This design comes from an exercise in tuning for small area and a short achievable clock period on the open sky130 flow, not from production work.
RTL that was checked went through simulation tests only; none was proved equivalent to the original.
Function not checked in runs 2 and 3: the RTL went through the layout flow alone.

<file path="flow/design.v">
package fir_xifu_pkg;
  typedef enum logic [1:0] {
    OpNop   = 2'd0,
    OpLoad  = 2'd1,
    OpStore = 2'd2,
    OpDotp  = 2'd3
  } fir_op_e;
  localparam logic Mode16 = 1'b0;
  localparam logic Mode8  = 1'b1;
endpackage
module fir_xifu_simd_dotp (
  input  logic [15:0] ml_i,
  input  logic [15:0] mh_i,
  input  logic [23:0] dig_i,
  input  logic [32:0] d_i,
  output logic [32:0] x_o
);
  wire [16:0] m0 = {mh_i[7], mh_i[7:0], ml_i[7:0]};
  wire [16:0] pp0_0;
  assign pp0_0[0] = ((dig_i[1] & m0[0]) | (dig_i[0] & 1'b0)) ^ dig_i[2];
  assign pp0_0[1] = ((dig_i[1] & m0[1]) | (dig_i[0] & m0[0])) ^ dig_i[2];
  assign pp0_0[2] = ((dig_i[1] & m0[2]) | (dig_i[0] & m0[1])) ^ dig_i[2];
  assign pp0_0[3] = ((dig_i[1] & m0[3]) | (dig_i[0] & m0[2])) ^ dig_i[2];
  assign pp0_0[4] = ((dig_i[1] & m0[4]) | (dig_i[0] & m0[3])) ^ dig_i[2];
  assign pp0_0[5] = ((dig_i[1] & m0[5]) | (dig_i[0] & m0[4])) ^ dig_i[2];
  assign pp0_0[6] = ((dig_i[1] & m0[6]) | (dig_i[0] & m0[5])) ^ dig_i[2];
  assign pp0_0[7] = ((dig_i[1] & m0[7]) | (dig_i[0] & m0[6])) ^ dig_i[2];
  assign pp0_0[8] = ((dig_i[1] & m0[8]) | (dig_i[0] & m0[7])) ^ dig_i[2];
  assign pp0_0[9] = ((dig_i[1] & m0[9]) | (dig_i[0] & m0[8])) ^ dig_i[2];
  assign pp0_0[10] = ((dig_i[1] & m0[10]) | (dig_i[0] & m0[9])) ^ dig_i[2];
  assign pp0_0[11] = ((dig_i[1] & m0[11]) | (dig_i[0] & m0[10])) ^ dig_i[2];
  assign pp0_0[12] = ((dig_i[1] & m0[12]) | (dig_i[0] & m0[11])) ^ dig_i[2];
  assign pp0_0[13] = ((dig_i[1] & m0[13]) | (dig_i[0] & m0[12])) ^ dig_i[2];
  assign pp0_0[14] = ((dig_i[1] & m0[14]) | (dig_i[0] & m0[13])) ^ dig_i[2];
  assign pp0_0[15] = ((dig_i[1] & m0[15]) | (dig_i[0] & m0[14])) ^ dig_i[2];
  assign pp0_0[16] = ((dig_i[1] & m0[16]) | (dig_i[0] & m0[15])) ^ dig_i[2];
  wire [16:0] pp0_1;
  assign pp0_1[0] = ((dig_i[4] & m0[0]) | (dig_i[3] & 1'b0)) ^ dig_i[5];
  assign pp0_1[1] = ((dig_i[4] & m0[1]) | (dig_i[3] & m0[0])) ^ dig_i[5];
  assign pp0_1[2] = ((dig_i[4] & m0[2]) | (dig_i[3] & m0[1])) ^ dig_i[5];
  assign pp0_1[3] = ((dig_i[4] & m0[3]) | (dig_i[3] & m0[2])) ^ dig_i[5];
  assign pp0_1[4] = ((dig_i[4] & m0[4]) | (dig_i[3] & m0[3])) ^ dig_i[5];
  assign pp0_1[5] = ((dig_i[4] & m0[5]) | (dig_i[3] & m0[4])) ^ dig_i[5];
  assign pp0_1[6] = ((dig_i[4] & m0[6]) | (dig_i[3] & m0[5])) ^ dig_i[5];
  assign pp0_1[7] = ((dig_i[4] & m0[7]) | (dig_i[3] & m0[6])) ^ dig_i[5];
  assign pp0_1[8] = ((dig_i[4] & m0[8]) | (dig_i[3] & m0[7])) ^ dig_i[5];
  assign pp0_1[9] = ((dig_i[4] & m0[9]) | (dig_i[3] & m0[8])) ^ dig_i[5];
  assign pp0_1[10] = ((dig_i[4] & m0[10]) | (dig_i[3] & m0[9])) ^ dig_i[5];
  assign pp0_1[11] = ((dig_i[4] & m0[11]) | (dig_i[3] & m0[10])) ^ dig_i[5];
  assign pp0_1[12] = ((dig_i[4] & m0[12]) | (dig_i[3] & m0[11])) ^ dig_i[5];
  assign pp0_1[13] = ((dig_i[4] & m0[13]) | (dig_i[3] & m0[12])) ^ dig_i[5];
  assign pp0_1[14] = ((dig_i[4] & m0[14]) | (dig_i[3] & m0[13])) ^ dig_i[5];
  assign pp0_1[15] = ((dig_i[4] & m0[15]) | (dig_i[3] & m0[14])) ^ dig_i[5];
  assign pp0_1[16] = ((dig_i[4] & m0[16]) | (dig_i[3] & m0[15])) ^ dig_i[5];
  wire [16:0] pp0_2;
  assign pp0_2[0] = ((dig_i[7] & m0[0]) | (dig_i[6] & 1'b0)) ^ dig_i[8];
  assign pp0_2[1] = ((dig_i[7] & m0[1]) | (dig_i[6] & m0[0])) ^ dig_i[8];
  assign pp0_2[2] = ((dig_i[7] & m0[2]) | (dig_i[6] & m0[1])) ^ dig_i[8];
  assign pp0_2[3] = ((dig_i[7] & m0[3]) | (dig_i[6] & m0[2])) ^ dig_i[8];
  assign pp0_2[4] = ((dig_i[7] & m0[4]) | (dig_i[6] & m0[3])) ^ dig_i[8];
  assign pp0_2[5] = ((dig_i[7] & m0[5]) | (dig_i[6] & m0[4])) ^ dig_i[8];
  assign pp0_2[6] = ((dig_i[7] & m0[6]) | (dig_i[6] & m0[5])) ^ dig_i[8];
  assign pp0_2[7] = ((dig_i[7] & m0[7]) | (dig_i[6] & m0[6])) ^ dig_i[8];
  assign pp0_2[8] = ((dig_i[7] & m0[8]) | (dig_i[6] & m0[7])) ^ dig_i[8];
  assign pp0_2[9] = ((dig_i[7] & m0[9]) | (dig_i[6] & m0[8])) ^ dig_i[8];
  assign pp0_2[10] = ((dig_i[7] & m0[10]) | (dig_i[6] & m0[9])) ^ dig_i[8];
  assign pp0_2[11] = ((dig_i[7] & m0[11]) | (dig_i[6] & m0[10])) ^ dig_i[8];
  assign pp0_2[12] = ((dig_i[7] & m0[12]) | (dig_i[6] & m0[11])) ^ dig_i[8];
  assign pp0_2[13] = ((dig_i[7] & m0[13]) | (dig_i[6] & m0[12])) ^ dig_i[8];
  assign pp0_2[14] = ((dig_i[7] & m0[14]) | (dig_i[6] & m0[13])) ^ dig_i[8];
  assign pp0_2[15] = ((dig_i[7] & m0[15]) | (dig_i[6] & m0[14])) ^ dig_i[8];
  assign pp0_2[16] = ((dig_i[7] & m0[16]) | (dig_i[6] & m0[15])) ^ dig_i[8];
  wire [16:0] pp0_3;
  assign pp0_3[0] = ((dig_i[10] & m0[0]) | (dig_i[9] & 1'b0)) ^ dig_i[11];
  assign pp0_3[1] = ((dig_i[10] & m0[1]) | (dig_i[9] & m0[0])) ^ dig_i[11];
  assign pp0_3[2] = ((dig_i[10] & m0[2]) | (dig_i[9] & m0[1])) ^ dig_i[11];
  assign pp0_3[3] = ((dig_i[10] & m0[3]) | (dig_i[9] & m0[2])) ^ dig_i[11];
  assign pp0_3[4] = ((dig_i[10] & m0[4]) | (dig_i[9] & m0[3])) ^ dig_i[11];
  assign pp0_3[5] = ((dig_i[10] & m0[5]) | (dig_i[9] & m0[4])) ^ dig_i[11];
  assign pp0_3[6] = ((dig_i[10] & m0[6]) | (dig_i[9] & m0[5])) ^ dig_i[11];
  assign pp0_3[7] = ((dig_i[10] & m0[7]) | (dig_i[9] & m0[6])) ^ dig_i[11];
  assign pp0_3[8] = ((dig_i[10] & m0[8]) | (dig_i[9] & m0[7])) ^ dig_i[11];
  assign pp0_3[9] = ((dig_i[10] & m0[9]) | (dig_i[9] & m0[8])) ^ dig_i[11];
  assign pp0_3[10] = ((dig_i[10] & m0[10]) | (dig_i[9] & m0[9])) ^ dig_i[11];
  assign pp0_3[11] = ((dig_i[10] & m0[11]) | (dig_i[9] & m0[10])) ^ dig_i[11];
  assign pp0_3[12] = ((dig_i[10] & m0[12]) | (dig_i[9] & m0[11])) ^ dig_i[11];
  assign pp0_3[13] = ((dig_i[10] & m0[13]) | (dig_i[9] & m0[12])) ^ dig_i[11];
  assign pp0_3[14] = ((dig_i[10] & m0[14]) | (dig_i[9] & m0[13])) ^ dig_i[11];
  assign pp0_3[15] = ((dig_i[10] & m0[15]) | (dig_i[9] & m0[14])) ^ dig_i[11];
  assign pp0_3[16] = ((dig_i[10] & m0[16]) | (dig_i[9] & m0[15])) ^ dig_i[11];
  wire [16:0] m1 = {mh_i[15], mh_i[15:8], ml_i[15:8]};
  wire [16:0] pp1_0;
  assign pp1_0[0] = ((dig_i[13] & m1[0]) | (dig_i[12] & 1'b0)) ^ dig_i[14];
  assign pp1_0[1] = ((dig_i[13] & m1[1]) | (dig_i[12] & m1[0])) ^ dig_i[14];
  assign pp1_0[2] = ((dig_i[13] & m1[2]) | (dig_i[12] & m1[1])) ^ dig_i[14];
  assign pp1_0[3] = ((dig_i[13] & m1[3]) | (dig_i[12] & m1[2])) ^ dig_i[14];
  assign pp1_0[4] = ((dig_i[13] & m1[4]) | (dig_i[12] & m1[3])) ^ dig_i[14];
  assign pp1_0[5] = ((dig_i[13] & m1[5]) | (dig_i[12] & m1[4])) ^ dig_i[14];
  assign pp1_0[6] = ((dig_i[13] & m1[6]) | (dig_i[12] & m1[5])) ^ dig_i[14];
  assign pp1_0[7] = ((dig_i[13] & m1[7]) | (dig_i[12] & m1[6])) ^ dig_i[14];
  assign pp1_0[8] = ((dig_i[13] & m1[8]) | (dig_i[12] & m1[7])) ^ dig_i[14];
  assign pp1_0[9] = ((dig_i[13] & m1[9]) | (dig_i[12] & m1[8])) ^ dig_i[14];
  assign pp1_0[10] = ((dig_i[13] & m1[10]) | (dig_i[12] & m1[9])) ^ dig_i[14];
  assign pp1_0[11] = ((dig_i[13] & m1[11]) | (dig_i[12] & m1[10])) ^ dig_i[14];
  assign pp1_0[12] = ((dig_i[13] & m1[12]) | (dig_i[12] & m1[11])) ^ dig_i[14];
  assign pp1_0[13] = ((dig_i[13] & m1[13]) | (dig_i[12] & m1[12])) ^ dig_i[14];
  assign pp1_0[14] = ((dig_i[13] & m1[14]) | (dig_i[12] & m1[13])) ^ dig_i[14];
  assign pp1_0[15] = ((dig_i[13] & m1[15]) | (dig_i[12] & m1[14])) ^ dig_i[14];
  assign pp1_0[16] = ((dig_i[13] & m1[16]) | (dig_i[12] & m1[15])) ^ dig_i[14];
  wire [16:0] pp1_1;
  assign pp1_1[0] = ((dig_i[16] & m1[0]) | (dig_i[15] & 1'b0)) ^ dig_i[17];
  assign pp1_1[1] = ((dig_i[16] & m1[1]) | (dig_i[15] & m1[0])) ^ dig_i[17];
  assign pp1_1[2] = ((dig_i[16] & m1[2]) | (dig_i[15] & m1[1])) ^ dig_i[17];
  assign pp1_1[3] = ((dig_i[16] & m1[3]) | (dig_i[15] & m1[2])) ^ dig_i[17];
  assign pp1_1[4] = ((dig_i[16] & m1[4]) | (dig_i[15] & m1[3])) ^ dig_i[17];
  assign pp1_1[5] = ((dig_i[16] & m1[5]) | (dig_i[15] & m1[4])) ^ dig_i[17];
  assign pp1_1[6] = ((dig_i[16] & m1[6]) | (dig_i[15] & m1[5])) ^ dig_i[17];
  assign pp1_1[7] = ((dig_i[16] & m1[7]) | (dig_i[15] & m1[6])) ^ dig_i[17];
  assign pp1_1[8] = ((dig_i[16] & m1[8]) | (dig_i[15] & m1[7])) ^ dig_i[17];
  assign pp1_1[9] = ((dig_i[16] & m1[9]) | (dig_i[15] & m1[8])) ^ dig_i[17];
  assign pp1_1[10] = ((dig_i[16] & m1[10]) | (dig_i[15] & m1[9])) ^ dig_i[17];
  assign pp1_1[11] = ((dig_i[16] & m1[11]) | (dig_i[15] & m1[10])) ^ dig_i[17];
  assign pp1_1[12] = ((dig_i[16] & m1[12]) | (dig_i[15] & m1[11])) ^ dig_i[17];
  assign pp1_1[13] = ((dig_i[16] & m1[13]) | (dig_i[15] & m1[12])) ^ dig_i[17];
  assign pp1_1[14] = ((dig_i[16] & m1[14]) | (dig_i[15] & m1[13])) ^ dig_i[17];
  assign pp1_1[15] = ((dig_i[16] & m1[15]) | (dig_i[15] & m1[14])) ^ dig_i[17];
  assign pp1_1[16] = ((dig_i[16] & m1[16]) | (dig_i[15] & m1[15])) ^ dig_i[17];
  wire [16:0] pp1_2;
  assign pp1_2[0] = ((dig_i[19] & m1[0]) | (dig_i[18] & 1'b0)) ^ dig_i[20];
  assign pp1_2[1] = ((dig_i[19] & m1[1]) | (dig_i[18] & m1[0])) ^ dig_i[20];
  assign pp1_2[2] = ((dig_i[19] & m1[2]) | (dig_i[18] & m1[1])) ^ dig_i[20];
  assign pp1_2[3] = ((dig_i[19] & m1[3]) | (dig_i[18] & m1[2])) ^ dig_i[20];
  assign pp1_2[4] = ((dig_i[19] & m1[4]) | (dig_i[18] & m1[3])) ^ dig_i[20];
  assign pp1_2[5] = ((dig_i[19] & m1[5]) | (dig_i[18] & m1[4])) ^ dig_i[20];
  assign pp1_2[6] = ((dig_i[19] & m1[6]) | (dig_i[18] & m1[5])) ^ dig_i[20];
  assign pp1_2[7] = ((dig_i[19] & m1[7]) | (dig_i[18] & m1[6])) ^ dig_i[20];
  assign pp1_2[8] = ((dig_i[19] & m1[8]) | (dig_i[18] & m1[7])) ^ dig_i[20];
  assign pp1_2[9] = ((dig_i[19] & m1[9]) | (dig_i[18] & m1[8])) ^ dig_i[20];
  assign pp1_2[10] = ((dig_i[19] & m1[10]) | (dig_i[18] & m1[9])) ^ dig_i[20];
  assign pp1_2[11] = ((dig_i[19] & m1[11]) | (dig_i[18] & m1[10])) ^ dig_i[20];
  assign pp1_2[12] = ((dig_i[19] & m1[12]) | (dig_i[18] & m1[11])) ^ dig_i[20];
  assign pp1_2[13] = ((dig_i[19] & m1[13]) | (dig_i[18] & m1[12])) ^ dig_i[20];
  assign pp1_2[14] = ((dig_i[19] & m1[14]) | (dig_i[18] & m1[13])) ^ dig_i[20];
  assign pp1_2[15] = ((dig_i[19] & m1[15]) | (dig_i[18] & m1[14])) ^ dig_i[20];
  assign pp1_2[16] = ((dig_i[19] & m1[16]) | (dig_i[18] & m1[15])) ^ dig_i[20];
  wire [16:0] pp1_3;
  assign pp1_3[0] = ((dig_i[22] & m1[0]) | (dig_i[21] & 1'b0)) ^ dig_i[23];
  assign pp1_3[1] = ((dig_i[22] & m1[1]) | (dig_i[21] & m1[0])) ^ dig_i[23];
  assign pp1_3[2] = ((dig_i[22] & m1[2]) | (dig_i[21] & m1[1])) ^ dig_i[23];
  assign pp1_3[3] = ((dig_i[22] & m1[3]) | (dig_i[21] & m1[2])) ^ dig_i[23];
  assign pp1_3[4] = ((dig_i[22] & m1[4]) | (dig_i[21] & m1[3])) ^ dig_i[23];
  assign pp1_3[5] = ((dig_i[22] & m1[5]) | (dig_i[21] & m1[4])) ^ dig_i[23];
  assign pp1_3[6] = ((dig_i[22] & m1[6]) | (dig_i[21] & m1[5])) ^ dig_i[23];
  assign pp1_3[7] = ((dig_i[22] & m1[7]) | (dig_i[21] & m1[6])) ^ dig_i[23];
  assign pp1_3[8] = ((dig_i[22] & m1[8]) | (dig_i[21] & m1[7])) ^ dig_i[23];
  assign pp1_3[9] = ((dig_i[22] & m1[9]) | (dig_i[21] & m1[8])) ^ dig_i[23];
  assign pp1_3[10] = ((dig_i[22] & m1[10]) | (dig_i[21] & m1[9])) ^ dig_i[23];
  assign pp1_3[11] = ((dig_i[22] & m1[11]) | (dig_i[21] & m1[10])) ^ dig_i[23];
  assign pp1_3[12] = ((dig_i[22] & m1[12]) | (dig_i[21] & m1[11])) ^ dig_i[23];
  assign pp1_3[13] = ((dig_i[22] & m1[13]) | (dig_i[21] & m1[12])) ^ dig_i[23];
  assign pp1_3[14] = ((dig_i[22] & m1[14]) | (dig_i[21] & m1[13])) ^ dig_i[23];
  assign pp1_3[15] = ((dig_i[22] & m1[15]) | (dig_i[21] & m1[14])) ^ dig_i[23];
  assign pp1_3[16] = ((dig_i[22] & m1[16]) | (dig_i[21] & m1[15])) ^ dig_i[23];
  wire [11:0] dn = {1'b0, d_i[16:6]} + {11'd0, dig_i[11]} + {11'd0, dig_i[23]};
  wire s0 = d_i[2] ^ dig_i[5];
  wire c0 = d_i[2] & dig_i[5];
  wire s1, c1;
  assign {c1, s1} = {d_i[4]} + {dig_i[8]} + {dig_i[20]};
  wire s2 = pp0_0[4] ^ pp0_1[2];
  wire c2 = pp0_0[4] & pp0_1[2];
  wire s3, c3;
  assign {c3, s3} = {d_i[5]} + {pp0_0[5]} + {pp0_1[3]};
  wire s4 = pp0_2[1] ^ pp1_0[5];
  wire c4 = pp0_2[1] & pp1_0[5];
  wire s5, c5;
  assign {c5, s5} = {pp0_0[6]} + {pp0_1[4]} + {pp0_2[2]};
  wire s6, c6;
  assign {c6, s6} = {pp0_3[0]} + {pp1_0[6]} + {pp1_1[4]};
  wire s7 = pp1_2[2] ^ pp1_3[0];
  wire c7 = pp1_2[2] & pp1_3[0];
  wire s8, c8;
  assign {c8, s8} = {pp0_0[7]} + {pp0_1[5]} + {pp0_2[3]};
  wire s9, c9;
  assign {c9, s9} = {pp0_3[1]} + {pp1_0[7]} + {pp1_1[5]};
  wire s10, c10;
  assign {c10, s10} = {pp1_2[3]} + {pp1_3[1]} + {dn[1]};
  wire s11, c11;
  assign {c11, s11} = {pp0_0[8]} + {pp0_1[6]} + {pp0_2[4]};
  wire s12, c12;
  assign {c12, s12} = {pp0_3[2]} + {pp1_0[8]} + {pp1_1[6]};
  wire s13, c13;
  assign {c13, s13} = {pp1_2[4]} + {pp1_3[2]} + {dn[2]};
  wire s14, c14;
  assign {c14, s14} = {pp0_0[9]} + {pp0_1[7]} + {pp0_2[5]};
  wire s15, c15;
  assign {c15, s15} = {pp0_3[3]} + {pp1_0[9]} + {pp1_1[7]};
  wire s16, c16;
  assign {c16, s16} = {pp1_2[5]} + {pp1_3[3]} + {dn[3]};
  wire s17, c17;
  assign {c17, s17} = {pp0_0[10]} + {pp0_1[8]} + {pp0_2[6]};
  wire s18, c18;
  assign {c18, s18} = {pp0_3[4]} + {pp1_0[10]} + {pp1_1[8]};
  wire s19, c19;
  assign {c19, s19} = {pp1_2[6]} + {pp1_3[4]} + {dn[4]};
  wire s20, c20;
  assign {c20, s20} = {pp0_0[11]} + {pp0_1[9]} + {pp0_2[7]};
  wire s21, c21;
  assign {c21, s21} = {pp0_3[5]} + {pp1_0[11]} + {pp1_1[9]};
  wire s22, c22;
  assign {c22, s22} = {pp1_2[7]} + {pp1_3[5]} + {dn[5]};
  wire s23, c23;
  assign {c23, s23} = {pp0_0[12]} + {pp0_1[10]} + {pp0_2[8]};
  wire s24, c24;
  assign {c24, s24} = {pp0_3[6]} + {pp1_0[12]} + {pp1_1[10]};
  wire s25, c25;
  assign {c25, s25} = {pp1_2[8]} + {pp1_3[6]} + {dn[6]};
  wire s26, c26;
  assign {c26, s26} = {pp0_0[13]} + {pp0_1[11]} + {pp0_2[9]};
  wire s27, c27;
  assign {c27, s27} = {pp0_3[7]} + {pp1_0[13]} + {pp1_1[11]};
  wire s28, c28;
  assign {c28, s28} = {pp1_2[9]} + {pp1_3[7]} + {dn[7]};
  wire s29, c29;
  assign {c29, s29} = {pp0_0[14]} + {pp0_1[12]} + {pp0_2[10]};
  wire s30, c30;
  assign {c30, s30} = {pp0_3[8]} + {pp1_0[14]} + {pp1_1[12]};
  wire s31, c31;
  assign {c31, s31} = {pp1_2[10]} + {pp1_3[8]} + {dn[8]};
  wire s32, c32;
  assign {c32, s32} = {pp0_0[15]} + {pp0_1[13]} + {pp0_2[11]};
  wire s33, c33;
  assign {c33, s33} = {pp0_3[9]} + {pp1_0[15]} + {pp1_1[13]};
  wire s34, c34;
  assign {c34, s34} = {pp1_2[11]} + {pp1_3[9]} + {dn[9]};
  wire s35, c35;
  assign {c35, s35} = {~pp0_0[16]} + {pp0_1[14]} + {pp0_2[12]};
  wire s36, c36;
  assign {c36, s36} = {pp0_3[10]} + {~pp1_0[16]} + {pp1_1[14]};
  wire s37, c37;
  assign {c37, s37} = {pp1_2[12]} + {pp1_3[10]} + {dn[10]};
  wire s38, c38;
  assign {c38, s38} = {1'b1} + {d_i[17]} + {pp0_1[15]};
  wire s39, c39;
  assign {c39, s39} = {pp0_2[13]} + {pp0_3[11]} + {pp1_1[15]};
  wire s40, c40;
  assign {c40, s40} = {pp1_2[13]} + {pp1_3[11]} + {dn[11]};
  wire s41, c41;
  assign {c41, s41} = {1'b1} + {d_i[18]} + {~pp0_1[16]};
  wire s42, c42;
  assign {c42, s42} = {pp0_2[14]} + {pp0_3[12]} + {~pp1_1[16]};
  wire s43 = pp1_2[14] ^ pp1_3[12];
  wire c43 = pp1_2[14] & pp1_3[12];
  wire s44, c44;
  assign {c44, s44} = {d_i[19]} + {pp0_2[15]} + {pp0_3[13]};
  wire s45 = 1'b1 ^ d_i[20];
  wire c45 = 1'b1 & d_i[20];
  wire s46 = d_i[0] ^ dig_i[2];
  wire c46 = d_i[0] & dig_i[2];
  wire s47, c47;
  assign {c47, s47} = {dig_i[17]} + {s0} + {pp0_0[2]};
  wire s48, c48;
  assign {c48, s48} = {d_i[3]} + {c0} + {pp0_0[3]};
  wire s49 = pp0_1[1] ^ pp1_0[3];
  wire c49 = pp0_1[1] & pp1_0[3];
  wire s50, c50;
  assign {c50, s50} = {s1} + {pp0_2[0]} + {pp1_0[4]};
  wire s51, c51;
  assign {c51, s51} = {pp1_1[2]} + {pp1_2[0]} + {s2};
  wire s52, c52;
  assign {c52, s52} = {c1} + {pp1_1[3]} + {pp1_2[1]};
  wire s53, c53;
  assign {c53, s53} = {c2} + {s4} + {s3};
  wire s54, c54;
  assign {c54, s54} = {dn[0]} + {c4} + {s7};
  wire s55, c55;
  assign {c55, s55} = {c3} + {s5} + {s6};
  wire s56, c56;
  assign {c56, s56} = {c7} + {c5} + {c6};
  wire s57, c57;
  assign {c57, s57} = {s8} + {s9} + {s10};
  wire s58, c58;
  assign {c58, s58} = {c8} + {c9} + {c10};
  wire s59, c59;
  assign {c59, s59} = {s11} + {s12} + {s13};
  wire s60, c60;
  assign {c60, s60} = {c11} + {c12} + {c13};
  wire s61, c61;
  assign {c61, s61} = {s14} + {s15} + {s16};
  wire s62, c62;
  assign {c62, s62} = {c14} + {c15} + {c16};
  wire s63, c63;
  assign {c63, s63} = {s17} + {s18} + {s19};
  wire s64, c64;
  assign {c64, s64} = {c17} + {c18} + {c19};
  wire s65, c65;
  assign {c65, s65} = {s20} + {s21} + {s22};
  wire s66, c66;
  assign {c66, s66} = {c20} + {c21} + {c22};
  wire s67, c67;
  assign {c67, s67} = {s23} + {s24} + {s25};
  wire s68, c68;
  assign {c68, s68} = {c23} + {c24} + {c25};
  wire s69, c69;
  assign {c69, s69} = {s26} + {s27} + {s28};
  wire s70, c70;
  assign {c70, s70} = {c26} + {c27} + {c28};
  wire s71, c71;
  assign {c71, s71} = {s29} + {s30} + {s31};
  wire s72, c72;
  assign {c72, s72} = {c29} + {c30} + {c31};
  wire s73, c73;
  assign {c73, s73} = {s32} + {s33} + {s34};
  wire s74, c74;
  assign {c74, s74} = {c32} + {c33} + {c34};
  wire s75, c75;
  assign {c75, s75} = {s35} + {s36} + {s37};
  wire s76, c76;
  assign {c76, s76} = {c35} + {c36} + {c37};
  wire s77, c77;
  assign {c77, s77} = {s38} + {s39} + {s40};
  wire s78, c78;
  assign {c78, s78} = {s43} + {c38} + {c39};
  wire s79, c79;
  assign {c79, s79} = {c40} + {s41} + {s42};
  wire s80, c80;
  assign {c80, s80} = {pp1_2[15]} + {pp1_3[13]} + {c43};
  wire s81, c81;
  assign {c81, s81} = {c41} + {c42} + {s44};
  wire s82, c82;
  assign {c82, s82} = {s45} + {~pp0_2[16]} + {pp0_3[14]};
  wire s83, c83;
  assign {c83, s83} = {~pp1_2[16]} + {pp1_3[14]} + {c44};
  wire s84, c84;
  assign {c84, s84} = {d_i[21]} + {c45} + {pp0_3[15]};
  wire s85 = 1'b1 ^ d_i[22];
  wire c85 = 1'b1 & d_i[22];
  wire s86 = dig_i[14] ^ s46;
  wire c86 = dig_i[14] & s46;
  wire s87, c87;
  assign {c87, s87} = {d_i[1]} + {c46} + {pp0_0[1]};
  wire s88, c88;
  assign {c88, s88} = {pp0_1[0]} + {pp1_0[2]} + {pp1_1[0]};
  wire s89, c89;
  assign {c89, s89} = {pp1_1[1]} + {s49} + {c47};
  wire s90, c90;
  assign {c90, s90} = {c49} + {c48} + {s50};
  wire s91, c91;
  assign {c91, s91} = {c50} + {s52} + {c51};
  wire s92, c92;
  assign {c92, s92} = {c52} + {s54} + {c53};
  wire s93, c93;
  assign {c93, s93} = {c54} + {c55} + {s56};
  wire s94, c94;
  assign {c94, s94} = {c56} + {c57} + {s58};
  wire s95, c95;
  assign {c95, s95} = {c58} + {c59} + {s60};
  wire s96, c96;
  assign {c96, s96} = {c60} + {c61} + {s62};
  wire s97, c97;
  assign {c97, s97} = {c62} + {c63} + {s64};
  wire s98, c98;
  assign {c98, s98} = {c64} + {c65} + {s66};
  wire s99, c99;
  assign {c99, s99} = {c66} + {c67} + {s68};
  wire s100, c100;
  assign {c100, s100} = {c68} + {c69} + {s70};
  wire s101, c101;
  assign {c101, s101} = {c70} + {c71} + {s72};
  wire s102, c102;
  assign {c102, s102} = {c72} + {c73} + {s74};
  wire s103, c103;
  assign {c103, s103} = {c74} + {c75} + {s76};
  wire s104, c104;
  assign {c104, s104} = {c76} + {c77} + {s78};
  wire s105, c105;
  assign {c105, s105} = {s80} + {c78} + {c79};
  wire s106, c106;
  assign {c106, s106} = {s82} + {c80} + {c81};
  wire s107, c107;
  assign {c107, s107} = {pp1_3[15]} + {c82} + {s84};
  wire s108, c108;
  assign {c108, s108} = {s85} + {~pp0_3[16]} + {~pp1_3[16]};
  wire s109 = pp0_0[0] ^ pp1_0[0];
  wire c109 = pp0_0[0] & pp1_0[0];
  wire s110, c110;
  assign {c110, s110} = {pp1_0[1]} + {c86} + {s87};
  wire s111, c111;
  assign {c111, s111} = {c87} + {s88} + {s47};
  wire s112, c112;
  assign {c112, s112} = {c88} + {s48} + {s89};
  wire s113, c113;
  assign {c113, s113} = {s51} + {c89} + {s90};
  wire s114, c114;
  assign {c114, s114} = {c90} + {s53} + {s91};
  wire s115, c115;
  assign {c115, s115} = {s55} + {c91} + {s92};
  wire s116, c116;
  assign {c116, s116} = {s57} + {c92} + {s93};
  wire s117, c117;
  assign {c117, s117} = {s59} + {c93} + {s94};
  wire s118, c118;
  assign {c118, s118} = {s61} + {c94} + {s95};
  wire s119, c119;
  assign {c119, s119} = {s63} + {c95} + {s96};
  wire s120, c120;
  assign {c120, s120} = {s65} + {c96} + {s97};
  wire s121, c121;
  assign {c121, s121} = {s67} + {c97} + {s98};
  wire s122, c122;
  assign {c122, s122} = {s69} + {c98} + {s99};
  wire s123, c123;
  assign {c123, s123} = {s71} + {c99} + {s100};
  wire s124, c124;
  assign {c124, s124} = {s73} + {c100} + {s101};
  wire s125, c125;
  assign {c125, s125} = {s75} + {c101} + {s102};
  wire s126, c126;
  assign {c126, s126} = {s77} + {c102} + {s103};
  wire s127, c127;
  assign {c127, s127} = {s79} + {c103} + {s104};
  wire s128, c128;
  assign {c128, s128} = {s81} + {c104} + {s105};
  wire s129, c129;
  assign {c129, s129} = {s83} + {c105} + {s106};
  wire s130, c130;
  assign {c130, s130} = {c83} + {s107} + {c106};
  wire s131, c131;
  assign {c131, s131} = {c84} + {s108} + {c107};
  wire s132, c132;
  assign {c132, s132} = {d_i[23]} + {c85} + {c108};
  wire [32:0] row0 = {d_i[32], d_i[31], d_i[30], d_i[29], d_i[28], d_i[27], d_i[26], d_i[25], c132, c131, c130, c129, c128, c127, c126, c125, c124, c123, c122, c121, c120, c119, c118, c117, c116, c115, c114, c113, c112, c111, c110, c109, s109};
  wire [32:0] row1 = {1'b0, 1'b0, 1'b0, 1'b0, 1'b0, 1'b0, 1'b0, 1'b0, d_i[24], s132, s131, s130, s129, s128, s127, s126, s125, s124, s123, s122, s121, s120, s119, s118, s117, s116, s115, s114, s113, s112, s111, s110, s86};
  assign x_o = row0 + row1;
endmodule
module fir_xifu_ex_simd #(
  parameter int unsigned XLEN    = 32,
  parameter int unsigned MAC_LAT = 3,
  parameter int unsigned ID_W    = 4
) (
  input  logic            clk_i,
  input  logic            rst_i,
  input  logic            clear_i,
  input  logic            in_valid_i,
  output logic            in_ready_o,
  input  logic [1:0]      in_op_i,
  input  logic            in_mode_i,
  input  logic            in_sat_i,
  input  logic [ID_W-1:0] in_id_i,
  input  logic [4:0]      in_rd_i,
  input  logic [4:0]      in_rs1_i,
  input  logic [XLEN-1:0] in_base_i,
  input  logic [11:0]     in_imm_i,
  input  logic [4:0]      in_shamt_i,
  input  logic [XLEN-1:0] op_a_i,
  input  logic [XLEN-1:0] op_b_i,
  input  logic [XLEN-1:0] op_c_i,
  input  logic            commit_valid_i,
  input  logic [ID_W-1:0] commit_id_i,
  input  logic            commit_kill_i,
  input  logic            fwd_we_i,
  input  logic [4:0]      fwd_rd_i,
  input  logic [XLEN-1:0] fwd_result_i,
  output logic            mem_valid_o,
  input  logic            mem_ready_i,
  output logic [31:0]     mem_addr_o,
  output logic            mem_we_o,
  output logic [XLEN-1:0] mem_wdata_o,
  output logic [ID_W-1:0] mem_id_o,
  output logic            out_valid_o,
  input  logic            out_ready_i,
  output logic [1:0]      out_op_o,
  output logic [4:0]      out_rd_o,
  output logic [ID_W-1:0] out_id_o,
  output logic [XLEN-1:0] out_result_o,
  output logic [31:0]     out_next_addr_o
);
  logic st_idle_q, st_mac0_q, st_mac1_q, st_wait_q, st_mem_q, st_done_q;
  logic [1:0]      op_q;
  logic [4:0]      rd_q;
  logic [ID_W-1:0] id_q;
  logic            mode8_q, sat_q;
  logic [31:0]     a_q;
  logic [15:0]     mh_q;
  logic [23:0]     dig_q;
  logic [17:0]     r_q;
  logic [32:0]     d_q;
  logic            accept, is_dotp, is_mem, is_store;
  logic [31:0]     base, store_data;
  logic            accept_commit, wait_hit;
  logic [32:0]     x, c_biased;
  logic [23:0]     dig_acc, dig_mac0;
  logic            ovf;
  logic [31:0]     next_addr;
  logic            addr_c12, addr_inc, addr_dec;
  logic [19:0]     addr_ones, addr_zeros;
  assign accept        = st_idle_q & in_valid_i;
  assign is_dotp       = (in_op_i == fir_xifu_pkg::OpDotp);
  assign is_store      = (in_op_i == fir_xifu_pkg::OpStore);
  assign is_mem        = (in_op_i == fir_xifu_pkg::OpLoad) | is_store;
  assign base          = (fwd_we_i && (fwd_rd_i == in_rs1_i)) ? fwd_result_i : in_base_i;
  assign store_data    = $signed(op_c_i) >>> in_shamt_i;
  assign accept_commit = commit_valid_i && (commit_id_i == in_id_i) && !commit_kill_i;
  assign wait_hit      = commit_valid_i && (commit_id_i == id_q);
  assign c_biased = {{op_c_i[31], op_c_i[31:24]} - (in_mode_i ? 9'd2 : 9'd1), op_c_i[23:0]};
  function automatic logic [11:0] booth4(input logic [7:0] q, input logic qm1);
    logic [8:0] e;
    e = {q, qm1};
    for (int k = 0; k < 4; k++) begin
      booth4[3*k+2] = e[2*k+2];
      booth4[3*k+1] = e[2*k+1] ^ e[2*k];
      booth4[3*k]   = (e[2*k+2] & ~e[2*k+1] & ~e[2*k]) | (~e[2*k+2] & e[2*k+1] & e[2*k]);
    end
  endfunction
  assign dig_acc  = {booth4(op_b_i[23:16], 1'b0), booth4(op_b_i[7:0], 1'b0)};
  assign dig_mac0 = {booth4(r_q[15:8], r_q[17]), booth4(r_q[7:0], r_q[16])};
  fir_xifu_simd_dotp u_dotp (
    .ml_i ({a_q[23:16], a_q[7:0]}),
    .mh_i (mh_q),
    .dig_i(dig_q),
    .d_i  (d_q),
    .x_o  (x)
  );
  assign {addr_c12, next_addr[11:0]} = {1'b0, a_q[11:0]} + {1'b0, r_q[11:0]};
  assign addr_inc = addr_c12 & ~r_q[11];
  assign addr_dec = ~addr_c12 & r_q[11];
  always_comb begin
    addr_ones[0]  = 1'b1;
    addr_zeros[0] = 1'b1;
    for (int k = 1; k < 20; k++) begin
      addr_ones[k]  = addr_ones[k-1] & a_q[11+k];
      addr_zeros[k] = addr_zeros[k-1] & ~a_q[11+k];
    end
  end
  assign next_addr[31:12] = a_q[31:12] ^ (({20{addr_inc}} & addr_ones) | ({20{addr_dec}} & addr_zeros));
  always_ff @(posedge clk_i) begin
    if (rst_i || clear_i) begin
      st_idle_q <= 1'b1;
      st_mac0_q <= 1'b0;
      st_mac1_q <= 1'b0;
      st_wait_q <= 1'b0;
      st_mem_q  <= 1'b0;
      st_done_q <= 1'b0;
    end else begin
      st_idle_q <= (st_idle_q & ~in_valid_i) | (st_done_q & out_ready_i) |
                   (st_wait_q & wait_hit & commit_kill_i);
      st_mac0_q <= accept & is_dotp;
      st_mac1_q <= st_mac0_q;
      st_wait_q <= (accept & is_store & ~accept_commit) | (st_wait_q & ~wait_hit);
      st_mem_q  <= (accept & (in_op_i == fir_xifu_pkg::OpLoad)) |
                   (accept & is_store & accept_commit) |
                   (st_wait_q & wait_hit & ~commit_kill_i) | (st_mem_q & ~mem_ready_i);
      st_done_q <= (accept & (in_op_i == fir_xifu_pkg::OpNop)) | st_mac1_q |
                   (st_mem_q & mem_ready_i) | (st_done_q & ~out_ready_i);
    end
  end
  always_ff @(posedge clk_i) begin
    if (accept) begin
      op_q    <= in_op_i;
      rd_q    <= in_rd_i;
      id_q    <= in_id_i;
      mode8_q <= in_mode_i;
      sat_q   <= in_sat_i;
      a_q     <= is_dotp ? op_a_i : (is_mem ? base : 32'd0);
      r_q     <= {op_b_i[23] & ~in_mode_i, op_b_i[7] & ~in_mode_i, op_b_i[31:24],
                  is_dotp ? op_b_i[15:8] : in_imm_i[7:0]};
      if (!is_dotp) r_q[11:8] <= in_imm_i[11:8];
      d_q     <= is_dotp ? c_biased : (is_mem ? {1'b0, store_data} : 33'd0);
    end else if (st_mac0_q) begin
      d_q        <= mode8_q ? x : {{8{x[32]}}, x[32:8]};
      r_q[7:0]   <= x[7:0];
      if (mode8_q) begin
        a_q[7:0]   <= a_q[15:8];
        a_q[23:16] <= a_q[31:24];
      end
    end else if (st_mac1_q) begin
      d_q <= mode8_q ? x : {~x[24], x[23:0], r_q[7:0]};
      a_q <= 32'd0;
    end else if (st_mem_q && mem_ready_i) begin
      d_q <= 33'd0;
      a_q <= next_addr;
    end
  end
  always_ff @(posedge clk_i) begin
    if (st_mac0_q) begin
      dig_q <= dig_mac0;
      mh_q  <= mode8_q ? {{8{a_q[31]}}, {8{a_q[15]}}} : {a_q[31:24], a_q[15:8]};
    end else begin
      dig_q <= dig_acc;
      mh_q  <= in_mode_i ? {{8{op_a_i[23]}}, {8{op_a_i[7]}}} : {op_a_i[31:24], op_a_i[15:8]};
    end
  end
  assign in_ready_o      = st_idle_q;
  assign mem_valid_o     = st_mem_q;
  assign out_valid_o     = st_done_q;
  assign mem_addr_o      = a_q;
  assign mem_we_o        = (op_q == fir_xifu_pkg::OpStore);
  assign mem_wdata_o     = d_q[31:0];
  assign mem_id_o        = id_q;
  assign out_op_o        = op_q;
  assign out_rd_o        = rd_q;
  assign out_id_o        = id_q;
  assign ovf             = d_q[32] ^ d_q[31];
  assign out_result_o    = (sat_q && ovf) ? {d_q[32], {31{~d_q[32]}}} : d_q[31:0];
  assign out_next_addr_o = a_q;
endmodule
</file>
<file path="flow/flow/run.sh">
#!/bin/bash
set -euo pipefail
bash standard.sh SETUP_SLACK_MARGIN=7.5 "BUFFER_PORTS_ARGS=-buffer_cell sky130_fd_sc_hd__buf_1" finish > standard_flow.log 2>&1
</file>
<file path="flow/standard.sh">
#!/bin/bash
# synth_recipe.tcl (not shown) runs the flow's synth.tcl, then flattens the netlist and writes it again
# the make line also repeats each setting of config.mk as NAME=value (left out here)
make -C /OpenROAD-flow-scripts/flow DESIGN_CONFIG=/design/flow/config.mk WORK_HOME=/design/flow/orfs CLKGATE_MAP_FILE= SYNTH_SCRIPT=/design/flow/synth_recipe.tcl "${@:-finish}"
</file>
<file path="flow/config.mk">
export PLATFORM = sky130hd
export DESIGN_NAME = fir_xifu_ex_simd
export DESIGN_NICKNAME = fir_xifu_ex_simd
export VERILOG_FILES = /design/flow/design.v
export SDC_FILE = /design/flow/constraint.sdc
export NUM_CORES = 4
export LEC_CHECK = 0
export CAP_MARGIN = 20
export CORE_MARGIN = 2
export CORE_UTILIZATION = 40
export SLEW_MARGIN = 20
</file>
<file path="flow/constraint.sdc">
create_clock -name core_clock -period 12.5 [get_ports {clk_i}]
set_input_delay 2.5000 -clock core_clock [delete_from_list [all_inputs] [get_ports {clk_i}]]
set_output_delay 2.5000 -clock core_clock [all_outputs]
set_load 0.01 [all_outputs]
</file>
==> results of run 1 <==
## stage by stage
stage	setup WS, ps	cell area (um2)	hold slack [ps]
after floorplan	7140	18400	478
after global placement	6060	19400	509
after detailed placement	5990	19400	522
after CTS	6880	21400	532
after global routing	6680	22400	572
final	6850	22400	533
## synthesized netlist by cell type (47+ instances only)
master	n
sky130_fd_sc_hd__buf_4	72
sky130_fd_sc_hd__ha_1	58
sky130_fd_sc_hd__xnor2_1	71
sky130_fd_sc_hd__edfxtp_1	96
sky130_fd_sc_hd__inv_1	118
sky130_fd_sc_hd__xor2_1	154
sky130_fd_sc_hd__o21ai_0	98
sky130_fd_sc_hd__nor2_1	94
sky130_fd_sc_hd__fa_1	124
sky130_fd_sc_hd__mux2i_1	80
sky130_fd_sc_hd__clkbuf_1	123
sky130_fd_sc_hd__a21o_1	47
sky130_fd_sc_hd__a22oi_1	144
sky130_fd_sc_hd__nand2_1	184
sky130_fd_sc_hd__a21oi_1	79
## sequential cells by signal, summed over array words and instances, names as in the netlist, 2 cells and up
register	flops
d_q	33
a_q	32
dig_q	24
r_q	18
mh_q	16
rd_q	5
id_q	4
op_q	2
## layer usage
metal / global-route usage, % / routed length [um]
met1: 41.0 / 30000
met2: 47.4 / 32700
met3: 5.63 / 6330
met4: 10.3 / 2540
met5: 0 / 13
## path summary, 6_finish.rpt
kind / cells past startpoint / startpoint / slack, ps / to
worst max-delay path: 19 / d_q[10] / 6850 / d_q[25]
worst min-delay path: 2 / st_idle_q / 530 / st_idle_q
worst max register to register: 19 / d_q[10] / 6850 / d_q[25]
worst min register to register: 2 / st_idle_q / 530 / st_idle_q
## cell type report
| class | instances | area (um2) | share of cell area (%) |
|---|---|---|---|
| tap | 592 | 741 | 3.31 |
| clock buffer | 17 | 425 | 1.90 |
| multi-input combinational | 1526 | 14100 | 62.9 |
| inverter | 125 | 474 | 2.12 |
| sequential | 142 | 3850 | 17.2 |
| clock inverter | 15 | 144 | 0.643 |
| timing repair buffer | 519 | 2670 | 11.9 |
## cells by family after synthesis
group / count (synthesis)
flops: 142
simple gates: 435
fa+ha+maj: 182
compound gates: 551
xor+xnor: 225
buf+inv: 350
mux: 133
## timing repair
action	in CTS	in global routing
setup endpoints to repair	54	55
hold buffers	0	0
hold endpoints to repair	0	0
pin swaps	94	89
setup buffers	88	57
resized for setup	175	118
## worst max-delay path: stages (launching register included)
cell and delay (ps):
sky130_fd_sc_hd__edfxtp_1 480, sky130_fd_sc_hd__and3_4 240, sky130_fd_sc_hd__and2_4 150, sky130_fd_sc_hd__and3_4 200, sky130_fd_sc_hd__nand4_1 150, sky130_fd_sc_hd__xor2_2 230
sky130_fd_sc_hd__fa_2 380, sky130_fd_sc_hd__fa_2 540, sky130_fd_sc_hd__fa_2 450, sky130_fd_sc_hd__fa_1 560, sky130_fd_sc_hd__inv_2 50, sky130_fd_sc_hd__ha_4 210
sky130_fd_sc_hd__buf_6 120, sky130_fd_sc_hd__a21oi_4 150, sky130_fd_sc_hd__o31ai_4 90, sky130_fd_sc_hd__a32o_2 320, sky130_fd_sc_hd__o41ai_4 460, sky130_fd_sc_hd__xnor2_2 170
sky130_fd_sc_hd__nor2_1 60, sky130_fd_sc_hd__or4_1 410
==> results by group, run 1 <==
Logic synthesis
  – Post-synthesis sequential element count: around 140
  – Post-synth top area cell: sky130_fd_sc_hd__edfxtp_1
  – Most area-consuming cells after synthesis: sky130_fd_sc_hd__edfxtp_1, sky130_fd_sc_hd__fa_1, sky130_fd_sc_hd__xor2_1
  – Netlist area before placement: approximately 18000 um2
  – Fraction of registers with async set or reset after synthesis: 0%
  – Multiplexer share of the synthesized area: 8.95%
  – Synthesized netlist cell count: around 2000
  – Fraction of post-synthesis cell area in the top cell type by area: ~16%
  – Post-synthesis sequential area ratio: a little over a fifth
  – Count of synthesis-stage warnings from yosys: 1
  – Post-synthesis share of cell area spent on full adders, half adders and majority gates: around 18%
  – Total nets after synthesis: between 2000 and 2500
  – Cell variety after synth: a little over 80
  – Post-Synth XOR/XNOR Area: a little over a tenth
  – Dominant combinational cell family by area after synthesis: compound AO/OA/AOI/OAI gates
  – Number of flops mapped to enable cells by yosys: 96
  – Synth Area in Simple Gates: roughly 11%
  – Average instance area after synthesis: roughly 9.0 um2
  – Flip-flop cell with the highest count after synthesis: sky130_fd_sc_hd__edfxtp_1
  – Synthesized-area fraction occupied by ao, oa, aoi and oai cells: a little over a fifth

Timing
  – Normalized max-slew margin: between 20% and 30%
  – Final clock period utilization by the worst path: between 40% and 50%
  – Hold Fails Final Rpt: 0
  – Setup Total Neg Slack: 0 ps
  – Slew at the pin closest to its max-slew limit: 1060 ps
  – Max Clk Rate: 177 MHz
  – Fin crit period: 5650 ps
  – Maximum clock skew at final layout: between 10 and 15 ps
  – Setup repair after global routing missed its margin: true
  – Setup violations, final: 0
  – Max-slew violations: 0

Route
  – DR WL/cell: about 24 um
  – Total wire length: roughly 72000 um
  – Total vias in the final route: between 15000 and 20000
  – Detailed-router iteration count before antenna repair: 9
  – DRC: 0
  – Number of DRC markers after the initial detailed-route iteration: approximately 2000
  – Mean number of vias per cell: between 5 and 6
  – Antenna Nets Post-Route: 0

Die
  – Die extent in x: 217 um
  – Overall die area: between 40000 and 50000 um2
  – Top-level port count: 360
  – Die height: ~220 um
  – Core area: between 40000 and 50000 um2
  – Initial standard-cell utilization of the core: 40.7%
  – Number of placement rows: between 70 and 80

Clock tree
  – Number of buffers inserted during clock tree synthesis: 17
  – Level count of the clock H-tree: 4
  – Worst-Skew Late Latency: roughly 470 ps
  – Root buf cell: sky130_fd_sc_hd__clkbuf_16
  – Clock transition at the registers of the reported paths: roughly 70 ps
  – Number of sinks handled by clock tree synthesis: roughly 140
  – Clock buffer depth: 2
  – TritonCTS clock tree: built

Run
  – Number of max-cap violations: 0

GRT
  – Aggregate global-route resource usage: roughly 30%
  – Wire length of the first global-routing pass: 107000 um
  – Largest net degree at the start of global routing: 57
  – Via count of the first global-routing pass: approximately 17000
  – Final global-route overflow total: 0
  – Initial antenna violation count: 2

Worst setup path
  – Signal arrival time at the worst endpoint: 5860 ps
  – Critical Path RT: 12710 ps
  – Worst-path maximum fanout: 3
  – Worst Setup End Kind: flop
  – Category of the most critical setup path: reg -> reg
  – Launching element type of the critical path: flop

Place
  – Gpl congestion: approximately 0.94
  – Number of I/O port buffers: 359
  – HPWL after detailed placement: between 50000 and 60000 um
  – Instance count after placement with tap cells included: roughly 2800

Cells and area
  – Number of fill cells: around 4200
  – Total number of nets in the final design: about 2700
  – Commonest non-fill, non-tap cells in the layout: sky130_fd_sc_hd__buf_1, sky130_fd_sc_hd__nand2_1, sky130_fd_sc_hd__xor2_1
  – Antenna Diode Count: 0
  – Core utilization of the finished layout: 50.3%
  – Most common cell after layout, fill and taps aside: sky130_fd_sc_hd__buf_1
  – Share of cells above drive strength 1: between 20% and 30%
  – P&R area growth vs syn: 23.5%
  – Post-layout instance count excluding filler cells: 2936

Status
  – Outcome: complete, no violations

Min path
  – Min-delay worst type: reg -> reg
==> inputs of run 2 (changes only) <==
--- a/flow/design.v
+++ b/flow/design.v
@@ -162,5 +162,24 @@
   assign pp1_3[15] = ((dig_i[22] & m1[15]) | (dig_i[21] & m1[14])) ^ dig_i[23];
   assign pp1_3[16] = ((dig_i[22] & m1[16]) | (dig_i[21] & m1[15])) ^ dig_i[23];
-  wire [11:0] dn = {1'b0, d_i[16:6]} + {11'd0, dig_i[11]} + {11'd0, dig_i[23]};
+  wire dn_t = dig_i[11] ^ dig_i[23];
+  wire dn_c = (dig_i[11] & dig_i[23]) | (d_i[6] & dn_t);
+  wire [10:0] dn_p;   
+  assign dn_p[0] = 1'b1;
+  assign dn_p[1] = 1'b1;
+  assign dn_p[2] = &d_i[7:7];
+  assign dn_p[3] = &d_i[8:7];
+  assign dn_p[4] = &d_i[9:7];
+  assign dn_p[5] = &d_i[10:7];
+  assign dn_p[6] = &d_i[11:7];
+  assign dn_p[7] = &d_i[12:7];
+  assign dn_p[8] = &d_i[13:7];
+  assign dn_p[9] = &d_i[14:7];
+  assign dn_p[10] = &d_i[15:7];
+  wire [11:0] dn;
+  assign dn[0] = d_i[6] ^ dn_t;
+  for (genvar k = 1; k < 11; k++) begin : g_dn
+    assign dn[k] = d_i[6+k] ^ (dn_c & dn_p[k]);
+  end
+  assign dn[11] = dn_c & dn_p[10] & d_i[16];
   wire s0 = d_i[2] ^ dig_i[5];
   wire c0 = d_i[2] & dig_i[5];
@@ -562,4 +581,6 @@
       sat_q   <= in_sat_i;
       a_q     <= is_dotp ? op_a_i : (is_mem ? base : 32'd0);
+      mh_q    <= in_mode_i ? {{8{op_a_i[23]}}, {8{op_a_i[7]}}} : {op_a_i[31:24], op_a_i[15:8]};
+      dig_q   <= dig_acc;
       r_q     <= {op_b_i[23] & ~in_mode_i, op_b_i[7] & ~in_mode_i, op_b_i[31:24],
                   is_dotp ? op_b_i[15:8] : in_imm_i[7:0]};
@@ -568,8 +589,10 @@
     end else if (st_mac0_q) begin
       d_q        <= mode8_q ? x : {{8{x[32]}}, x[32:8]};
+      dig_q      <= dig_mac0;
       r_q[7:0]   <= x[7:0];
       if (mode8_q) begin
         a_q[7:0]   <= a_q[15:8];
         a_q[23:16] <= a_q[31:24];
+        mh_q       <= {{8{a_q[31]}}, {8{a_q[15]}}};
       end
     end else if (st_mac1_q) begin
@@ -581,13 +604,4 @@
     end
   end
-  always_ff @(posedge clk_i) begin
-    if (st_mac0_q) begin
-      dig_q <= dig_mac0;
-      mh_q  <= mode8_q ? {{8{a_q[31]}}, {8{a_q[15]}}} : {a_q[31:24], a_q[15:8]};
-    end else begin
-      dig_q <= dig_acc;
-      mh_q  <= in_mode_i ? {{8{op_a_i[23]}}, {8{op_a_i[7]}}} : {op_a_i[31:24], op_a_i[15:8]};
-    end
-  end
   assign in_ready_o      = st_idle_q;
   assign mem_valid_o     = st_mem_q;
==> run 2 against run 1 <==
  * Still clean
  * Highest routed layer unchanged
  * Non-clock buffer count rose by 7
  * Maximum frequency fell by 6.8%
  * Largest cell class unchanged
==> results by group, run 2 <==
Status
  – Outcome: complete, no violations

Logic synthesis
  – Number of flops mapped to enable cells by yosys: 136 (+42%)
  – Average instance area after synthesis: 9.00 um2 (+0.22%)
  – Flip-flop cell with the highest count after synthesis: sky130_fd_sc_hd__edfxtp_1
  – Netlist area before placement: 18200 um2 (+0.41%)
  – Dominant combinational cell family by area after synthesis: compound AO/OA/AOI/OAI gates
  – Synth Area in Simple Gates: 12.4% (+1.1 points)
  – Post-synthesis sequential element count: 142 (unchanged)
  – Post-synthesis sequential area ratio: 23.1% (+2.1 points)
  – Fraction of post-synthesis cell area in the top cell type by area: 22.4% (+6.5 points)
  – Total nets after synthesis: 2417 (+0.17%)
  – Synthesized netlist cell count: 2022 (+0.20%)
  – Post-synth top area cell: sky130_fd_sc_hd__edfxtp_1
  – Most used standard cells in the synthesized netlist: sky130_fd_sc_hd__nand2_1, sky130_fd_sc_hd__edfxtp_1, sky130_fd_sc_hd__a22oi_1
  – Most common cell in the synthesized netlist: sky130_fd_sc_hd__nand2_1
  – Count of synthesis-stage warnings from yosys: 1 (unchanged)
  – Cell variety after synth: 72 (-11%)
  – Post-Synth XOR/XNOR Area: 11.0% (+0.15 points)
  – Most area-consuming cells after synthesis: sky130_fd_sc_hd__edfxtp_1, sky130_fd_sc_hd__fa_1, sky130_fd_sc_hd__xor2_1
  – Multiplexer share of the synthesized area: 8.23% (-0.72 points)
  – Synthesized-area fraction occupied by ao, oa, aoi and oai cells: 19.0% (-2.2 points)
  – Fraction of registers with async set or reset after synthesis: 0% (unchanged)
  – Post-synthesis share of cell area spent on full adders, half adders and majority gates: 17.6% (-0.073 points)

Clock tree
  – Number of buffers inserted during clock tree synthesis: 17 (unchanged)
  – Level count of the clock H-tree: 4 (unchanged)
  – Clock buffer depth: 2 (unchanged)
  – Number of sinks handled by clock tree synthesis: 142 (unchanged)
  – Worst-Skew Late Latency: 460 ps (about the same)
  – Clock transition at the registers of the reported paths: 70 ps (about the same)
  – Hold Buf Count CTS: 0 (unchanged)
  – TritonCTS clock tree: built
  – Root buf cell: sky130_fd_sc_hd__clkbuf_16

GRT
  – Final global-route overflow total: 0 (unchanged)
  – Via count of the first global-routing pass: 16700 (-2.3%)
  – Initial antenna violation count: 2 (unchanged)
  – Largest net degree at the start of global routing: 60 (+5.3%)
  – Aggregate global-route resource usage: 29.4% (-0.54 points)
  – Wire length of the first global-routing pass: 104000 um (-2.0%)

Cells and area
  – Most common cell after layout, fill and taps aside: sky130_fd_sc_hd__buf_1
  – Antenna Diode Count: 0 (unchanged)
  – Total number of nets in the final design: 2738 (+0.44%)
  – P&R area growth vs syn: 21.9%
  – Most flops, register: d_q
  – Share of cells above drive strength 1: 17.4% (-3.9 points)
  – Post-layout instance count excluding filler cells: 2956 (+0.68%)
  – Core utilization of the finished layout: 49.1% (-1.2 points)
  – Top Registers: d_q x33, a_q x32, dig_q x24
  – Largest register FFs: 33 (unchanged)
  – Commonest non-fill, non-tap cells in the layout: sky130_fd_sc_hd__buf_1, sky130_fd_sc_hd__nand2_1, sky130_fd_sc_hd__buf_4

Route
  – Total vias in the final route: 17600 (+0.36%)
  – Total wire length: 71200 um (-0.59%)
  – DR WL/cell: 24.1 um (-1.3%)
  – Antenna Nets Post-Route: 0 (unchanged)
  – Number of DRC markers after the initial detailed-route iteration: 2339 (+15%)
  – Detailed-router iteration count before antenna repair: 9 (unchanged)
  – Mean number of vias per cell: 5.96 (-0.32%)
  – DRC: 0 (unchanged)

Place
  – HPWL after detailed placement: 53100 um (-1.1%)
  – Instance count after placement with tap cells included: 2774 (+0.54%)
  – Gpl congestion: 0.972 (+3.4%)
  – Number of I/O port buffers: 359 (unchanged)

Worst setup path
  – Buffer and inverter count on the worst path: 3 (+1)
  – Signal arrival time at the worst endpoint: 6260 ps (+400 ps)
  – Critical Path RT: 12700 ps (about the same)
  – Critical-path cell with the highest stage delay: sky130_fd_sc_hd__fa_1
  – Cell chain of the critical path: clkinv_8 > fa_2 > inv_2 > and3_4 > and3_4 > nand3_4 > nor2_4 > xnor2_1 > fa_1 > fa_1 > fa_1 > fa_1 > inv_1 > ha_4 > nand2_1 > o311ai_4 > o211a_1 > mux2i_4 > a21o_1 > o211ai_1 > a311o_1
  – Category of the most critical setup path: reg -> reg
  – Worst-path maximum fanout: 7 (+4)
  – Worst Setup End Kind: flop
  – Launch point of the critical path: dig_q[11]
  – Worst R2R Setup Slack: 6430 ps (-410 ps)
  – Crit path to: d_q[29]
  – Most numerous cell on the critical path: sky130_fd_sc_hd__fa_1
  – Logic depth of the worst path, buffers included: 21 (+2)
  – Launching element type of the critical path: flop
  – Largest stage delay on the critical path: 570 ps (about the same)
  – R2R Path Start: dig_q[11]
  – Family with the most delay on the worst path: adder cells
  – R2r worst-path depth: 21 (+2)
  – Crit Reg-Reg Endpoint: d_q[29]

Timing
  – Max-slew violations: 0 (unchanged)
  – Setup repair after global routing missed its margin: true
  – Final clock period utilization by the worst path: 48.5% (+3.3 points)
  – Setup violations, final: 0 (unchanged)
  – Max Clk Rate: 165 MHz (-6.8%)
  – Setup Total Neg Slack: 0 ps (unchanged)
  – Maximum clock skew at final layout: 17.2 ps (+7.22 ps)
  – Worst hold margin: 541 ps (+8.59 ps)
  – Fin crit period: 6070 ps (+412 ps)
  – Normalized max-slew margin: 28.2% (-1.1 points)
  – Slew at the pin closest to its max-slew limit: 1080 ps (+15.8 ps)
  – Hold Fails Final Rpt: 0 (unchanged)

Die
  – Initial standard-cell utilization of the core: 40.3% (-0.44 points)
  – Die height: 217 um (+0.20%)
  – Overall die area: 47200 um2 (+0.41%)
  – Number of placement rows: 78 (+1.3%)
  – Core area: 45200 um2 (+1.5%)
  – Die extent in x: 217 um (+0.20%)
  – Top-level port count: 360 (unchanged)

Run
  – Number of max-cap violations: 0 (unchanged)

Min path
  – Min-delay worst type: reg -> reg
[run 2: changes by cell type in the layout (fill, tap and decap cells not counted), sizes merged, moves of 8 or more]
cell	change
nand2	+67
dfxtp	-40
edfxtp	+40
xnor2	+33
xor2	-29
a21o	-27
a22oi	-16
inv	-15
a21oi	+14
nor3	-10
o21ai	-9
mux2i	-8
nor2	+8
[run 2: layer usage]
metal | global-route usage (%) | up-vias | part of all wire (%)
li1 | - | 7779 | -
met1 | 41.3 | 8690 | 42
met2 | 45.4 | 990 | 45
met3 | 6.18 | 143 | 9.9
met4 | 8.61 | 4 | 3.0
met5 | 0 | - | 0.038
[run 2: how the worst min path moves through the flow]
stage               startpoint        end  slack, ps  depth (start not counted)
finish               st_wait_q  st_idle_q        540                          2
floorplan            st_wait_q  st_idle_q        480                          2
global route         st_idle_q  st_idle_q        590                          2
detailed placement   st_wait_q  st_idle_q        530                          2
global placement     st_wait_q  st_idle_q        500                          2
CTS                  st_wait_q  st_idle_q        540                          2
[run 2: cells by family after synthesis]
logic type / after synthesis
AND/OR/NAND/NOR: 496
flip-flops: 142
buffers and inverters: 342
AO/OA/AOI/OAI: 509
XOR/XNOR: 229
adder cells (fa/ha/maj): 182
multiplexers: 122
[run 2: repair_timing]
action,in CTS,in global routing
setup buffers,102,47
pin swaps,43,43
endpoints found under the setup margin,41,40
gates resized for setup,52,85
hold endpoints to repair,0,0
gates cloned,0,1
[run 2: cell type report]
class,count,area (um2)
fill,4258,23000
multi-input combinational,1538,13400
sequential,142,4200
timing repair buffer,526,2840
tap,600,751
inverter,118,460
clock buffer,18,429
clock inverter,14,143
[run 2: stage by stage]
stage               area [um2]  worst slack [ps]
floorplan                18600              6650
global placement         19700              6230
detailed placement       19700              6090
CTS                      21400              6480
global route             22200              6240
finish                   22200              6430
[run 2: tightest hold or removal path, cell delays in order (launching register included)]
cell and delay (ps):
sky130_fd_sc_hd__dfxtp_1 350, sky130_fd_sc_hd__nand3_1 80, sky130_fd_sc_hd__o2111ai_1 80
==> inputs of run 3 (changes only) <==
==> flow/flow/run.sh (replaced) <==
#!/bin/bash
set -euo pipefail
bash standard.sh SETUP_SLACK_MARGIN=6.5 "BUFFER_PORTS_ARGS=-buffer_cell sky130_fd_sc_hd__buf_1" finish > standard_flow.log 2>&1
==> run 3 against run 2 <==
  * Still clean on timing, DRC and antenna
  * Clock skew fell by 4.7 ps
  * First-iteration DRC count fell by 12%
  * Via count fell by 2.8%
  * Critical path type unchanged
  * Critical endpoint is now d_q[17]
  * Highest routed layer is now met4
==> results by group, run 3 <==
Timing
  – Setup repair after global routing missed its margin: true
  – Maximum clock skew at final layout: 12.6 ps (-4.68 ps)
  – Hold Fails Final Rpt: 0 (unchanged)
  – Slew at the pin closest to its max-slew limit: 1130 ps (+50.9 ps)
  – Fin crit period: 6110 ps (+40.5 ps)
  – Final clock period utilization by the worst path: 48.9% (+0.32 points)
  – Max Clk Rate: 164 MHz (-0.66%)
  – Normalized max-slew margin: 24.6% (-3.7 points)
  – Setup Total Neg Slack: 0 ps (unchanged)
  – PnR worst setup slack: 6390 ps (-40.5 ps)
  – Setup violations, final: 0 (unchanged)

GRT
  – Wire length of the first global-routing pass: 101000 um (-2.8%)
  – Final global-route overflow total: 0 (unchanged)

Worst setup path
  – Worst Setup End Kind: flop
  – Family with the most delay on the worst path: adder cells
  – Cell chain of the critical path: clkinv_8 > fa_2 > inv_2 > and3_4 > and3_4 > nand3_4 > nor2_4 > buf_4 > nand2_2 > xor2_2 > fa_2 > fa_1 > fa_1 > fa_1 > inv_2 > ha_4 > and3_4 > and3_4 > nand4_1 > buf_6 > nor3_4 > a2111oi_4 > xor2_1 > o221ai_1
  – Critical-path cell with the highest stage delay: sky130_fd_sc_hd__fa_1
  – Most numerous cell on the critical path: sky130_fd_sc_hd__and3_4
  – Buffer and inverter count on the worst path: 5 (+2)
  – Category of the most critical setup path: reg -> reg
  – Largest stage delay on the critical path: 540 ps (-30 ps)
  – Critical Path RT: 12650 ps (-50 ps)
  – Signal arrival time at the worst endpoint: 6260 ps (about the same)
  – Worst-path maximum fanout: 5 (-2)
  – Launching element type of the critical path: flop

Logic synthesis
  – Most used standard cells in the synthesized netlist: sky130_fd_sc_hd__nand2_1, sky130_fd_sc_hd__edfxtp_1, sky130_fd_sc_hd__a22oi_1
  – Fraction of post-synthesis cell area in the top cell type by area: 22.4% (unchanged)
  – Post-synthesis sequential element count: 142 (unchanged)
  – Post-synthesis sequential area ratio: 23.1% (unchanged)
  – Most area-consuming cells after synthesis: sky130_fd_sc_hd__edfxtp_1, sky130_fd_sc_hd__fa_1, sky130_fd_sc_hd__xor2_1
  – Cell variety after synth: 72 (unchanged)
  – Average instance area after synthesis: 9.00 um2 (unchanged)
  – Fraction of registers with async set or reset after synthesis: 0% (unchanged)
  – Most common cell in the synthesized netlist: sky130_fd_sc_hd__nand2_1
  – Post-synth top area cell: sky130_fd_sc_hd__edfxtp_1
  – Number of flops mapped to enable cells by yosys: 136 (unchanged)

Clock tree
  – Hold Buf Count CTS: 0 (unchanged)
  – Root buf cell: sky130_fd_sc_hd__clkbuf_16
  – Number of sinks handled by clock tree synthesis: 142 (unchanged)
  – Clock transition at the registers of the reported paths: 70 ps (about the same)
  – Clock buffer depth: 2 (unchanged)
  – TritonCTS clock tree: built

Cells and area
  – Top Registers: d_q x33, a_q x32, dig_q x24
  – Number of fill cells: 4293 (+0.82%)
  – Most common cell after layout, fill and taps aside: sky130_fd_sc_hd__buf_1
  – P&R area growth vs syn: 16.6%
  – Most flops, register: d_q
  – Commonest non-fill, non-tap cells in the layout: sky130_fd_sc_hd__buf_1, sky130_fd_sc_hd__nand2_1, sky130_fd_sc_hd__edfxtp_1
  – Core utilization of the finished layout: 47.0% (-2.1 points)
  – Share of cells above drive strength 1: 12.4% (-5.0 points)
  – Antenna Diode Count: 0 (unchanged)
  – Design area: 21200 um2 (-4.4%)

Place
  – Post-placement worst setup slack: 5840 ps (-247 ps)
  – HPWL after detailed placement: 52500 um (-1.0%)
  – Number of I/O port buffers: 359 (unchanged)
  – Placed Area: 19500 um2 (-0.98%)

Die
  – Top-level port count: 360 (unchanged)
  – Overall die area: 47200 um2 (unchanged)
  – Core area: 45200 um2 (unchanged)
  – Initial standard-cell utilization of the core: 40.3% (unchanged)
  – Die extent in x: 217 um (unchanged)
  – Die height: 217 um (unchanged)
  – Number of placement rows: 78 (unchanged)

Run
  – Number of max-cap violations: 0 (unchanged)

Status
  – Outcome: complete, no violations

Min path
  – Min-delay worst type: reg -> reg

Route
  – Total wire length: 68900 um (-3.3%)
  – Mean number of vias per cell: 5.94 (-0.19%)
  – Detailed-router iteration count before antenna repair: 8 (-1)
==> run 3: worst register-to-register path: cells and delay by family, from the launching register on <==
| kind | cells | cell delay, ps |
|---|---|---|
| fa+ha+maj | 6 | 2490 |
| simple gates | 9 | 1270 |
| compound gates | 2 | 640 |
| flops | 1 | 480 |
| xor+xnor | 2 | 480 |
| buf+inv | 5 | 440 |
==> run 3: cell type report <==
class	instances	area (um2)	share of cell area [%]
multi-input cells	1538	13000	61.5
flip-flops and latches	142	4200	19.8
repair buffers	450	2150	10.1
well taps	600	751	3.54
inverters	118	463	2.18
clock buffers	18	429	2.02
clock inverters	13	189	0.890
==> run 3: metal layers <==
layer	up-vias	global-route usage (%)	wire length, um
met5	-	0	0
met2	979	43.4	31200
met3	117	4.67	5960
met1	8389	40.2	29400
met4	0	11.2	2250
li1	7630	-	-
==> run 3: final timing paths <==
check / cells past startpoint / start / slack, ps / end
min reg2reg: 2 / st_idle_q / 530 / st_idle_q
max: 24 / dig_q[11] / 6390 / d_q[17]
min: 2 / st_idle_q / 530 / st_idle_q
max reg2reg: 24 / dig_q[11] / 6390 / d_q[17]
==> run 3: metrics by stage <==
step	std cells	hold slack, ps
after floorplan	2022	476
after global placement	2775	498
after detailed placement	2775	527
after CTS	2842	534
after global routing	2879	566
final	2879	531
==> run 3: timing repair <==
item	4_1_cts	5_1_grt
setup buffers	36	36
setup endpoints to repair	28	29
pin swaps	26	50
resized for setup	48	51
==> run 3: cells by family (layout without fill, tap and decap cells) <==
family	after synthesis	in the layout	share of synthesized area, %
compound gates	509	509	19.0
xor+xnor	229	229	11.0
flops	142	142	23.1
buf+inv	342	599	8.63
mux	122	122	8.23
simple gates	496	496	12.4
fa+ha+maj	182	182	17.6

==> separate check: timing with driven ports <==
The flow's constraints put no driver on any port. The routed layouts listed below were extracted and timed again, unchanged, in two steps.
Step 1 assumes that a clkbuf_16 drives the clock port and a buf_2 every other input.
Step 2 adds t to the input delays and takes it off the output delays; t is the mean of the earliest and latest rising clock arrival at the registers after step 1. Input paths then give back, and output paths get back, about the clock's delay inside the block.
Three values: ideal ports, drivers, drivers and shift; two values: the first two.
run	t, ns	setup WS [ns]	worst hold slack (ns)	worst setup path after step 2	slew at the worst register clock pin (ns)
run 1	0.518	6.847 / 6.847 / 6.735	0.533 / 0.533 / 0.533	input to register	0.07 / 0.07
run 2	0.502	6.434 / 6.434 / 6.296	0.541 / 0.541 / 0.541	input to register	0.07 / 0.07
run 3	0.496	6.394 / 6.394 / 6.046	0.531 / 0.531 / 0.531	input to register	0.07 / 0.07
After both steps every run listed still meets setup and hold. For run 3, which loses most, drivers alone change the setup slack by 0.000 ns; drivers and shift together by -0.348 ns.
